From an optimization exercise on the open Yosys and OpenROAD flow, aimed at small area, a short achievable clock period and few clock cycles per item; shortcuts taken in it are not production practice.
Function was checked by simulation only, so behaviour that the tests miss may differ from the original.

==> inputs of build 41 <==
// mul_pipe
module mul_pipe #(
  parameter int WIDTH  = 32,
  parameter int STAGES = 3,
  parameter int TAG_W  = 5
) (
  input  logic             clk,
  input  logic             resetn,
  input  logic             in_valid,
  output logic             in_ready,
  input  logic [WIDTH-1:0] a,
  input  logic [WIDTH-1:0] b,
  input  logic [1:0]       mul_type,
  input  logic [TAG_W-1:0] in_tag,
  input  logic             flush,
  output logic             out_valid,
  input  logic             out_ready,
  output logic [WIDTH-1:0] out_res,
  output logic [TAG_W-1:0] out_tag,
  output logic             busy
);
  logic valid;
  logic en;
  logic sx;
  logic sy;
  logic lo_q;
  logic [TAG_W-1:0] tag_q;
  logic [63:0] sum;
  logic [63:0] q0;
  logic [63:0] q1;
  logic one1;
  logic two2;
  logic neg3;
  logic u4;
  logic u5;
  logic u6;
  logic u7;
  logic u8;
  logic u9;
  logic u10;
  logic u11;
  logic u12;
  logic u13;
  logic u14;
  logic u15;
  logic u16;
  logic u17;
  logic u18;
  logic u19;
  logic u20;
  logic u21;
  logic u22;
  logic u23;
  logic u24;
  logic u25;
  logic u26;
  logic u27;
  logic u28;
  logic u29;
  logic u30;
  logic u31;
  logic u32;
  logic u33;
  logic u34;
  logic u35;
  logic u36;
  logic pp37;
  logic pp38;
  logic pp39;
  logic pp40;
  logic pp41;
  logic pp42;
  logic pp43;
  logic pp44;
  logic pp45;
  logic pp46;
  logic pp47;
  logic pp48;
  logic pp49;
  logic pp50;
  logic pp51;
  logic pp52;
  logic pp53;
  logic pp54;
  logic pp55;
  logic pp56;
  ...
Settings: LEC_CHECK=0, CAP_MARGIN=20, CORE_MARGIN=2, CORE_UTILIZATION=40, SETUP_SLACK_MARGIN=5, SLEW_MARGIN=20, SYNTH_HIERARCHICAL=1; clock period 12.0 ns.
run.sh (not shown) runs the stock make flow with config.mk's settings and CLKGATE_MAP_FILE= SYNTH_SCRIPT=/design/flow/synth_recipe.tcl, a recipe that flattens the netlist after the stock synthesis.
==> build 11 (differences from build 41) <==
==> flow/flow/run.sh (new file) <==
#!/bin/bash
# Standard layout, with timing repair aiming 5.5 ns below the clock period
# (the constraints themselves are unchanged), and every port buffered with
# buf_2 instead of the default port buffer.
set -euo pipefail
export SETUP_SLACK_MARGIN=5.5
export BUFFER_PORTS_ARGS="-buffer_cell sky130_fd_sc_hd__buf_2"
bash standard.sh finish > standard.log 2>&1
==> flow/standard.sh (new file) <==
#!/bin/bash
# synth_recipe.tcl (not shown) runs the flow's synth.tcl, then flattens the netlist and writes it again
# the make line also repeats each setting of config.mk as NAME=value (left out here)
make -C /OpenROAD-flow-scripts/flow DESIGN_CONFIG=/design/flow/config.mk WORK_HOME=/design/flow/orfs CLKGATE_MAP_FILE= SYNTH_SCRIPT=/design/flow/synth_recipe.tcl "${@:-finish}"
--- a/flow/config.mk
+++ b/flow/config.mk
@@ -10,3 +10,2 @@
 export CORE_UTILIZATION = 40
-export SETUP_SLACK_MARGIN = 5
 export SLEW_MARGIN = 20
removed: flow/run.sh
==> out/metrics.csv <==
metric,value,unit
dp_slack,4.27,ns
critPathSlowestCell,fa_1,
wl_met1,40200,um
vias_per_cell,6.27,
clk_share,1.97,%
fin_crit_sh,57.9,%
status,finished clean,
r2r-end,q1[27],
That was build 41.
==> out/metrics.csv <==
metric,value,unit
clk_share,1.74,%
wl_met1,40100,um
critPathSlowestCell,fa_2,
status,finished clean,
vias_per_cell,6.29,
That was build 11.
Testbench counts of build 41, summed over its fixed seeds: cycles 4,808, items 4,800.
Testbench counts of build 11, summed over its fixed seeds: cycles 4,808, items 4,800.

---

==> build 85 <==
==> flow/design.v <==
module mul_pipe #(
  parameter int WIDTH  = 32,
  parameter int STAGES = 3,
  parameter int TAG_W  = 5
) (
  input  logic             clk,
  input  logic             resetn,
  input  logic             in_valid,
  output logic             in_ready,
  input  logic [WIDTH-1:0] a,
  input  logic [WIDTH-1:0] b,
  input  logic [1:0]       mul_type,
  input  logic [TAG_W-1:0] in_tag,
  input  logic             flush,
  output logic             out_valid,
  input  logic             out_ready,
  output logic [WIDTH-1:0] out_res,
  output logic [TAG_W-1:0] out_tag,
  output logic             busy
);
  logic                      valid;
  logic                      en;
  logic signed [WIDTH:0]     a_x;
  logic signed [WIDTH:0]     b_x;
  logic signed [2*WIDTH+1:0] prod;
  logic [WIDTH-1:0]          res_q;
  logic [TAG_W-1:0]          tag_q;
  assign a_x  = {a[WIDTH-1] & (mul_type != 2'b11), a};
  assign b_x  = {b[WIDTH-1] & !mul_type[1], b};
  assign prod = a_x * b_x;
  assign en        = out_ready || !valid;
  assign in_ready  = en && !flush;
  assign out_valid = valid;
  assign busy      = valid;
  assign out_res   = res_q;
  assign out_tag   = tag_q;
  always_ff @(posedge clk or negedge resetn) begin
    if (!resetn)    valid <= 1'b0;
    else if (flush) valid <= 1'b0;
    else if (en)    valid <= in_valid;
  end
  always_ff @(posedge clk) begin
    if (en) begin
      res_q <= (mul_type == 2'b00) ? prod[WIDTH-1:0] : prod[2*WIDTH-1:WIDTH];
      tag_q <= in_tag;
    end
  end
endmodule
==> flow/run.sh <==
#!/bin/bash
# synth_recipe.tcl (not shown) runs the flow's synth.tcl, then flattens the netlist and writes it again
# the make line also repeats each setting of config.mk as NAME=value (left out here)
make -C /OpenROAD-flow-scripts/flow DESIGN_CONFIG=/design/flow/config.mk WORK_HOME=/design/flow/orfs CLKGATE_MAP_FILE= SYNTH_SCRIPT=/design/flow/synth_recipe.tcl finish
==> flow/config.mk <==
export PLATFORM = sky130hd
export DESIGN_NAME = mul_pipe
export DESIGN_NICKNAME = mul_pipe
export VERILOG_FILES = /design/flow/design.v
export SDC_FILE = /design/flow/constraint.sdc
export NUM_CORES = 4
export LEC_CHECK = 0
export CAP_MARGIN = 20
export CORE_MARGIN = 2
export CORE_UTILIZATION = 40
export SLEW_MARGIN = 20
==> flow/constraint.sdc <==
create_clock -name core_clock -period 12.0 [get_ports {clk}]
set_input_delay 2.4000 -clock core_clock [delete_from_list [all_inputs] [get_ports {clk}]]
set_output_delay 2.4000 -clock core_clock [all_outputs]
set_load 0.01 [all_outputs]
==> inputs of trial 77, as changes to build 85 <==
==> flow/design.v, changed modules only <==
module mul_pipe #(
  parameter int WIDTH  = 32,
  parameter int STAGES = 3,
  parameter int TAG_W  = 5
) (
  input  logic             clk,
  input  logic             resetn,
  input  logic             in_valid,
  output logic             in_ready,
  input  logic [WIDTH-1:0] a,
  input  logic [WIDTH-1:0] b,
  input  logic [1:0]       mul_type,
  input  logic [TAG_W-1:0] in_tag,
  input  logic             flush,
  output logic             out_valid,
  input  logic             out_ready,
  output logic [WIDTH-1:0] out_res,
  output logic [TAG_W-1:0] out_tag,
  output logic             busy
);
  localparam int PW = 2 * WIDTH;
  logic              s_a;
  logic              s_b;
  logic              lo;
  logic [PW-1:0]     a_ext;
  logic [PW-1:0]     b_ext;
  logic [PW-1:0]     prod;
  logic [STAGES-1:0] valid;
  logic [STAGES-1:0] move;
  logic [WIDTH-1:0]  res_q;
  logic [TAG_W-1:0]  tag_q;
  assign s_a   = (mul_type != 2'b11);
  assign s_b   = !mul_type[1];
  assign lo    = (mul_type == 2'b00);
  assign a_ext = {{WIDTH{a[WIDTH-1] & s_a}}, a};
  assign b_ext = {{WIDTH{b[WIDTH-1] & s_b}}, b};
  assign prod  = a_ext * b_ext;
  for (genvar g = 0; g < STAGES; g++) begin : g_move
    assign move[g] = out_ready || !(&valid[STAGES-1:g]);
  end
  assign in_ready  = move[0] && !flush;
  assign out_valid = valid[STAGES-1];
  assign busy      = |valid;
  assign out_res   = res_q;
  assign out_tag   = tag_q;
  always_ff @(posedge clk or negedge resetn) begin
    if (!resetn) begin
      valid <= '0;
    end else if (flush) begin
      valid <= '0;
    end else begin
      if (move[0]) valid[0] <= in_valid;
      for (int i = 1; i < STAGES; i++) begin
        if (move[i]) valid[i] <= valid[i-1];
      end
    end
  end
  if (STAGES == 1) begin : g_one
    always_ff @(posedge clk or negedge resetn) begin
      if (!resetn) begin
        res_q <= '0;
        tag_q <= '0;
      end else if (in_valid && in_ready) begin
        res_q <= lo ? prod[WIDTH-1:0] : prod[PW-1:WIDTH];
        tag_q <= in_tag;
      end
    end
  end else begin : g_multi
    logic [PW-1:0]    p_q  [STAGES-1];
    logic [TAG_W-1:0] t_q  [STAGES-1];
    logic [STAGES-2:0] lo_q;
    always_ff @(posedge clk) begin
      if (in_valid && in_ready) begin
        p_q[0]  <= prod;
        t_q[0]  <= in_tag;
        lo_q[0] <= lo;
      end
      for (int i = 1; i < STAGES - 1; i++) begin
        if (move[i] && valid[i-1]) begin
          p_q[i]  <= p_q[i-1];
          t_q[i]  <= t_q[i-1];
          lo_q[i] <= lo_q[i-1];
        end
      end
    end
    always_ff @(posedge clk or negedge resetn) begin
      if (!resetn) begin
        res_q <= '0;
        tag_q <= '0;
      end else if (move[STAGES-1] && valid[STAGES-2]) begin
        res_q <= lo_q[STAGES-2] ? p_q[STAGES-2][WIDTH-1:0]
                                : p_q[STAGES-2][PW-1:WIDTH];
        tag_q <= t_q[STAGES-2];
      end
    end
  end
endmodule
==> summary of the runs <==
- In build 85 the fmax is smaller than in trial 77, by about 1.6%.
- In trial 77 the first-iteration DRC count is lower than in build 85, by about 0.7%.
- Between trial 77 and build 85, the lower wire length is in build 85 (gap 6.5%, measured against build 85).
- Between trial 77 and build 85, the lower global-route usage is in trial 77 (gap 0.65 points).
- Between build 85 and trial 77, the lower area after synthesis is in build 85 (gap 10%, measured against trial 77).
- Flip-flop and latch count: trial 77 is higher than build 85 (142).
- Against trial 77, the utilization of build 85 is lower by 0.43 points.
- Against build 85, the sequential share of layout area of trial 77 is higher by 8.3 points.
- Between build 85 and trial 77, the lower cell count is in build 85 (gap 5.5%, measured against trial 77).
==> figures <==
metric	build 85	trial 77
Result of the run	timing/DRC/antenna clean	timing/DRC/antenna clean
Area inside the core boundary	98,100 um2	109,000 um2
Min setup slack post-route	0.935 ns	1.11 ns
Number of CTS-inserted buffers	5	17
Relative area of clock buffers and inverters in the final design	0.358%	1.18%
Cell with the largest stage delay on the worst path	fa_1	clkdlybuf4s50_1
Topmost layer with routed signal wires	met5	met4
Non-Filler Instances	5,583	5,910
Die X	318 um	336 um
Drt via density	5.04	4.98
Antenna violations before repair	5	3
Data required time at the worst endpoint	12.00 ns	12.22 ns
Post-synth design cell area	39,500 um2	44,000 um2
Post-synthesis share of cell area spent on xor and xnor gates	1.60%	1.49%
Clock network latency to the later pin of the worst-skew pair	0.28 ns	0.43 ns
Nets	5,707	5,896
Layout-to-synthesis area ratio	1.070x	1.076x
Starting density of the core	40.2%	40.4%
Count of mapped cells out of synthesis	4,308	4,481
Testbench counts of build 85, summed over its fixed seeds: cycles 4,808, items 4,800.
Testbench counts of trial 77, summed over its fixed seeds: cycles 9,432, items 4,800.

[afterwards: timing with drivers on the ports]
The flow's constraints put no driver on any port. The routed layouts listed below were extracted and timed again, unchanged, in two steps. Step 1, drivers: a clkbuf_16 drives clk and a buf_2 each remaining input, both assumed. Step 2 times the ports against the registers' clock, not the clock port: input delays grow and output delays shrink by t, the midpoint of the rising clock arrivals with the driver on. Slacks: ideal ports / drivers / drivers and shift; pairs: ideal ports / drivers.
run	t, ns	setup slack, ns	worst setup path at the end
build 41	0.498	5.048 / 5.068 / 4.570	input to register
build 11	0.489	5.528 / 5.553 / 5.064	input to register
build 85	0.313	0.935 / 0.949 / 0.636	input to register
trial 77	0.455	1.113 / 1.118 / 0.664	input to register
After both steps setup and hold are still met in every run listed. For build 41, which loses most, drivers alone change the setup slack by +0.020 ns; drivers and shift together by -0.478 ns.
